Background: an optimization exercise with open tools, aiming at small area, a short achievable clock period and few clock cycles. Do not read the settings as production practice.
The RTL was checked by simulation tests, not by an equivalence proof against the original design.
Power figures rest on the tool's default switching activity, not on a simulated workload.

==> flow/design.v (excerpt) <==
module systolic_mac_top (
    input  logic                                     clk,
    input  logic                                     rst,
    input  logic                                     in_req,
    input  logic                                     in_first,
    input  logic                                     in_last,
    input  logic [GRID_SIZE*DATA_WIDTH-1:0]          a_col,
    input  logic [GRID_SIZE*DATA_WIDTH-1:0]          b_row,
    output logic                                     in_ack,
    output logic [GRID_SIZE*GRID_SIZE*ACC_WIDTH-1:0] c_mat,
    output logic                                     done
);
    logic                            start;
    logic                            acc_en;
    logic                            acc_clear;
    logic                            acc_clear_d;
    logic                            acc_fin;
    logic [HALF*DVEC_WIDTH-1:0]      a_op;
    logic [GRID_SIZE*DATA_WIDTH-1:0] b_op;
    operand_prep i_operand_prep (
        .clk       (clk),
        .rst       (rst),
        .in_req    (in_req),
        .in_first  (in_first),
        .in_last   (in_last),
        .a_col     (a_col),
        .b_row     (b_row),
        .in_ack    (in_ack),
        .start     (start),
        .acc_en    (acc_en),
        .acc_clear   (acc_clear),
        .acc_clear_d (acc_clear_d),
        .acc_fin   (acc_fin),
        .a_op      (a_op),
        .b_op      (b_op)
    );
    pe_grid i_pe_grid (
        .clk   (clk),
        .en    (acc_en),
        .clear   (acc_clear),
        .clear_d (acc_clear_d),
        .a_op  (a_op),
        .b_op  (b_op),
        .acc   (c_mat)
    );
    result_collector i_result_collector (
        .clk      (clk),
        .rst      (rst),
        .start    (start),
        .fin      (acc_fin),
        .done     (done)
  ...
Size: roughly 3200 cells after synthesis, about 650 flip-flops, about 36000 um2 of cells after synthesis.
==> flow/config.mk <==
export PLATFORM = sky130hd
export DESIGN_NAME = systolic_mac_top
export DESIGN_NICKNAME = systolic_mac_top
export VERILOG_FILES = /design/flow/design.v
export SDC_FILE = /design/flow/constraint.sdc
export NUM_CORES = 4
export LEC_CHECK = 0
export CAP_MARGIN = 20
export CORE_MARGIN = 2
export CORE_UTILIZATION = 40
export CTS_CLUSTER_DIAMETER = 100
export CTS_CLUSTER_SIZE = 25
export SETUP_SLACK_MARGIN = 2.8
export SLEW_MARGIN = 20
export TNS_END_PERCENT = 100
==> flow/constraint.sdc <==
create_clock -name core_clock -period 5.5 [get_ports {clk}]
set_input_delay 1.1000 -clock core_clock [delete_from_list [all_inputs] [get_ports {clk}]]
set_output_delay 1.1000 -clock core_clock [all_outputs]
set_load 0.01 [all_outputs]
standard.sh (not shown) runs the stock make flow with config.mk's settings and CLKGATE_MAP_FILE= SYNTH_SCRIPT=/design/flow/synth_recipe.tcl, a recipe that flattens the netlist after the stock synthesis.
==> flow/flow/run.sh <==
#!/bin/bash
# The standard layout (the standard.sh, standard synthesis included), with one change:
# the buffers that placement puts on every input and output port are sky130_fd_sc_hd__buf_1
# instead of the delay cell ORFS picks by default (clkdlybuf4s50_1, twice the area of buf_2).
set -euo pipefail
bash standard.sh 'BUFFER_PORTS_ARGS=-buffer_cell sky130_fd_sc_hd__buf_1' finish > standard_flow.log 2>&1
Testbench counts at the start, summed over its fixed seeds: cycles 3,614.
Edit:
Settings changed: CTS_CLUSTER_SIZE 25 to 20.
Result: Die area stays the same. Setup slack stays flat. Total power goes up slightly. Hold slack gets better by 17 ps. Cell count stays flat. Count of clock-buffer cells in the layout goes up by 9. Clock skew goes down by 15 ps.

* * *

red:
systolic_mac_top, a different RTL version from the one above (not shown whole).
For scale: about 640 flip-flops, about 390 I/O pins, about 36000 µm² of cells after synthesis.
Design systolic_mac_top, start of the top module:
module systolic_mac_top (
    input  logic                                     clk,
    input  logic                                     rst,
    input  logic                                     in_req,
    input  logic                                     in_first,
    input  logic                                     in_last,
    input  logic [GRID_SIZE*DATA_WIDTH-1:0]          a_col,
    input  logic [GRID_SIZE*DATA_WIDTH-1:0]          b_row,
    output logic                                     in_ack,
    output logic [GRID_SIZE*GRID_SIZE*ACC_WIDTH-1:0] c_mat,
    output logic                                     done
);
    logic                            start;
    logic                            acc_en;
    logic                            acc_clear;
    logic                            acc_clear_d;
    logic                            acc_fin;
    logic [HALF*DVEC_WIDTH-1:0]      a_op;
    logic [GRID_SIZE*DATA_WIDTH-1:0] b_op;
    operand_prep i_operand_prep (
        .clk       (clk),
        .rst       (rst),
        .in_req    (in_req),
        .in_first  (in_first),
        .in_last   (in_last),
        .a_col     (a_col),
        .b_row     (b_row),
        .in_ack    (in_ack),
        .start     (start),
        .acc_en    (acc_en),
        .acc_clear   (acc_clear),
        .acc_clear_d (acc_clear_d),
        .acc_fin   (acc_fin),
        .a_op      (a_op),
        .b_op      (b_op)
    );
    pe_grid i_pe_grid (
        .clk   (clk),
        .en    (acc_en),
        .clear   (acc_clear),
        .clear_d (acc_clear_d),
        .a_op  (a_op),
        .b_op  (b_op),
        .acc   (c_mat)
    );
    result_collector i_result_collector (
        .clk      (clk),
        .rst      (rst),
        .start    (start),
        .fin      (acc_fin),
        .done     (done)
    );
endmodule
==> flow/config.mk <==
export PLATFORM = sky130hd
export DESIGN_NAME = systolic_mac_top
export DESIGN_NICKNAME = systolic_mac_top
export VERILOG_FILES = /design/flow/design.v
export SDC_FILE = /design/flow/constraint.sdc
export NUM_CORES = 4
export LEC_CHECK = 0
export CAP_MARGIN = 20
export CORE_MARGIN = 2
export CORE_UTILIZATION = 40
export CTS_CLUSTER_DIAMETER = 100
export CTS_CLUSTER_SIZE = 20
export GPL_ROUTABILITY_DRIVEN = 0
export SETUP_SLACK_MARGIN = 2.7
export SLEW_MARGIN = 20
export TNS_END_PERCENT = 100
==> flow/constraint.sdc <==
create_clock -name core_clock -period 5.5 [get_ports {clk}]
set_input_delay 1.1000 -clock core_clock [delete_from_list [all_inputs] [get_ports {clk}]]
set_output_delay 1.1000 -clock core_clock [all_outputs]
set_load 0.01 [all_outputs]
Scripts as last shown in full above: flow/flow/run.sh
Testbench counts of red, summed over its fixed seeds: cycles 3,614.
## Diff of input files: blue against red
diff --git a/flow/config.mk b/flow/config.mk
--- a/flow/config.mk
+++ b/flow/config.mk
@@ -11,5 +11,5 @@
 export CTS_CLUSTER_DIAMETER = 100
 export CTS_CLUSTER_SIZE = 20
-export GPL_ROUTABILITY_DRIVEN = 0
+export PLACE_DENSITY = 0.7
 export SETUP_SLACK_MARGIN = 2.7
 export SLEW_MARGIN = 20
==> comparison <==
- Going from red to blue, the critical path depth was found to have gone up by 1.
- Delta (blue minus red): worst hold-check slack fell 0.011 ns; HPWL reported at the end of detailed placement fell about 0.3%.
- Remaining max-slew budget at the tightest pin: red and blue compared, higher one is blue
- Delta (blue minus red): number of antenna violations at the first check in global routing moved down, multi-input logic portion of the cell area closely matched the old numbers, total power draw held.
Setup changes, blue to green
==> flow/flow/run.sh <==
#!/bin/bash
# The standard layout (the standard.sh, standard synthesis included), with one change:
# the buffers that placement puts on every input and output port are sky130_fd_sc_hd__buf_1
# instead of the delay cell ORFS picks by default (clkdlybuf4s50_1, 2.7 times the area of buf_1).
set -euo pipefail
bash standard.sh 'BUFFER_PORTS_ARGS=-buffer_cell sky130_fd_sc_hd__buf_1' finish > standard_flow.log 2>&1
diff --git a/flow/config.mk b/flow/config.mk
--- a/flow/config.mk
+++ b/flow/config.mk
@@ -11,5 +11,4 @@
 export CTS_CLUSTER_DIAMETER = 100
 export CTS_CLUSTER_SIZE = 20
-export PLACE_DENSITY = 0.7
 export SETUP_SLACK_MARGIN = 2.7
 export SLEW_MARGIN = 20
Findings:
green -> blue: internal power flat. blue and green ended up with roughly the same portion of total power attributed to combinational logic. The fraction of the mapped netlist area in compound gates was comparable across blue and green. Reported for blue and green, width of the chip turned out identical to the last digit. Between blue and green, the core utilization does not differ in any meaningful way. green vs blue: share of the cycle needed by the critical path after routing down in green. The length of the first detailed-routing pass in iterations in green was lower than what blue gave. green against blue: slack of the critical path went up by 0.028 ns; wire length of the first global-routing pass went up by 0.64%.
The inputs of orange differ from those of green as listed below.
==> flow/flow/run.sh <==
#!/bin/bash
# The standard layout (the standard.sh, standard synthesis included), with one change:
# the buffers that placement puts on every input and output port are sky130_fd_sc_hd__buf_2
# instead of the delay cell ORFS picks by default (clkdlybuf4s50_1, twice the area of buf_2).
set -euo pipefail
bash standard.sh 'BUFFER_PORTS_ARGS=-buffer_cell sky130_fd_sc_hd__buf_2' finish > standard_flow.log 2>&1
diff --git a/flow/config.mk b/flow/config.mk
--- a/flow/config.mk
+++ b/flow/config.mk
@@ -9,7 +9,5 @@
 export CORE_MARGIN = 2
 export CORE_UTILIZATION = 40
-export CTS_CLUSTER_DIAMETER = 100
-export CTS_CLUSTER_SIZE = 20
-export SETUP_SLACK_MARGIN = 2.7
+export SETUP_SLACK_MARGIN = 2.5
 export SLEW_MARGIN = 20
 export TNS_END_PERCENT = 100
## What came out
Looking at green and orange, the number of placed instances, taps included is a wash. In the metrics for green and orange, the one carrying the lower wire length of the first global-routing pass is orange. orange: met2 demand-to-capacity share in global routing 0.23 points above green. The run showing the smaller post-CTS setup repair buffer count is orange. Going from green to orange, worst-case setup slack after placement lost 0.093 ns, area of the multi-input gates shows a reduction of about 0.6%, total power saw an increase, worst setup slack went down 0.15 ns. orange against green: fill cell instance count of the final layout dropped about 1.7%; highest clock rate dropped about 5.3%. Between green and orange, the routed wire length is lower for orange.
For purple, these inputs were changed with respect to orange:
==> flow/flow/run.sh <==
#!/bin/bash
# The standard layout (the standard.sh, standard synthesis included), with one change:
# the buffers that placement puts on every input and output port are sky130_fd_sc_hd__buf_1
# instead of the delay cell ORFS picks by default (clkdlybuf4s50_1, twice the area of buf_2).
set -euo pipefail
bash standard.sh 'BUFFER_PORTS_ARGS=-buffer_cell sky130_fd_sc_hd__buf_1' finish > standard_flow.log 2>&1
diff --git a/flow/config.mk b/flow/config.mk
--- a/flow/config.mk
+++ b/flow/config.mk
@@ -9,5 +9,7 @@
 export CORE_MARGIN = 2
 export CORE_UTILIZATION = 40
-export SETUP_SLACK_MARGIN = 2.5
+export CTS_CLUSTER_DIAMETER = 100
+export CTS_CLUSTER_SIZE = 20
+export SETUP_SLACK_MARGIN = 2.9
 export SLEW_MARGIN = 20
 export TNS_END_PERCENT = 100
Findings:
- From orange to purple the numbers moved as follows: number of buffers and inverters on the critical path went down 1, first-pass GRT wire length went up about 4%, power density of the placed cells went down 7.3%.
- Between purple and orange, it is purple whose number of gates on the worst path with buffers counted is lower, by 1.
- Part of the total power dissipated in sequential elements was lower in the run labelled orange.
- Compared with orange, in purple wire length per cell increased by 7.9% relative to the old numbers; core utilization of the finished layout rose 1.5 points.
- Compared with orange, in purple minimum clock period after layout down 0.17 ns, first-iteration DRC count rose 160, total power down 4.3%.

==> re-timing with driven ports <==
Ports are ideal in the flow. The routed layouts listed here were re-timed in OpenROAD.
Step 1: set_driving_cell puts a clkbuf_16 on clk and a buf_2 on each other input, an assumption about the parent block.
Step 2 moves the port delays by t, midway between the first and last clock arrival at a register: inputs arrive t later, outputs are due t later. That takes back most of the time a late clock gives input paths.
Three values: ideal, step 1, step 2; two values: the first two.
| run | shift t [ns] | setup slack, ns | worst hold slack (ns) | clock arrival spread, ns | worst data-port slew with drivers (ns) |
|---|---|---|---|---|---|
| the first run of note 1 | 0.639 | 2.839 / 2.839 / 2.513 | 0.353 / 0.330 / 0.381 | 0.043 / 0.043 | 0.20 |
| the second run of note 1 | 0.647 | 2.837 / 2.837 / 2.525 | 0.370 / 0.352 / 0.378 | 0.027 / 0.027 | 0.19 |
| red | 0.647 | 2.765 / 2.765 / 2.447 | 0.375 / 0.371 / 0.380 | 0.031 / 0.031 | 0.14 |
| blue | 0.651 | 2.736 / 2.736 / 2.736 | 0.364 / 0.354 / 0.387 | 0.031 / 0.031 | 0.16 |
| green | 0.647 | 2.765 / 2.765 / 2.447 | 0.375 / 0.371 / 0.380 | 0.031 / 0.031 | 0.14 |
| orange | 0.694 | 2.611 / 2.611 / 2.611 | 0.281 / 0.262 / 0.367 | 0.022 / 0.022 | 0.14 |
| purple | 0.649 | 2.779 / 2.779 / 2.445 | 0.373 / 0.368 / 0.380 | 0.038 / 0.038 | 0.14 |
After both steps every run listed still meets setup and hold. For purple, which loses most, drivers alone change the setup slack by 0.000 ns; drivers and shift together by -0.334 ns.
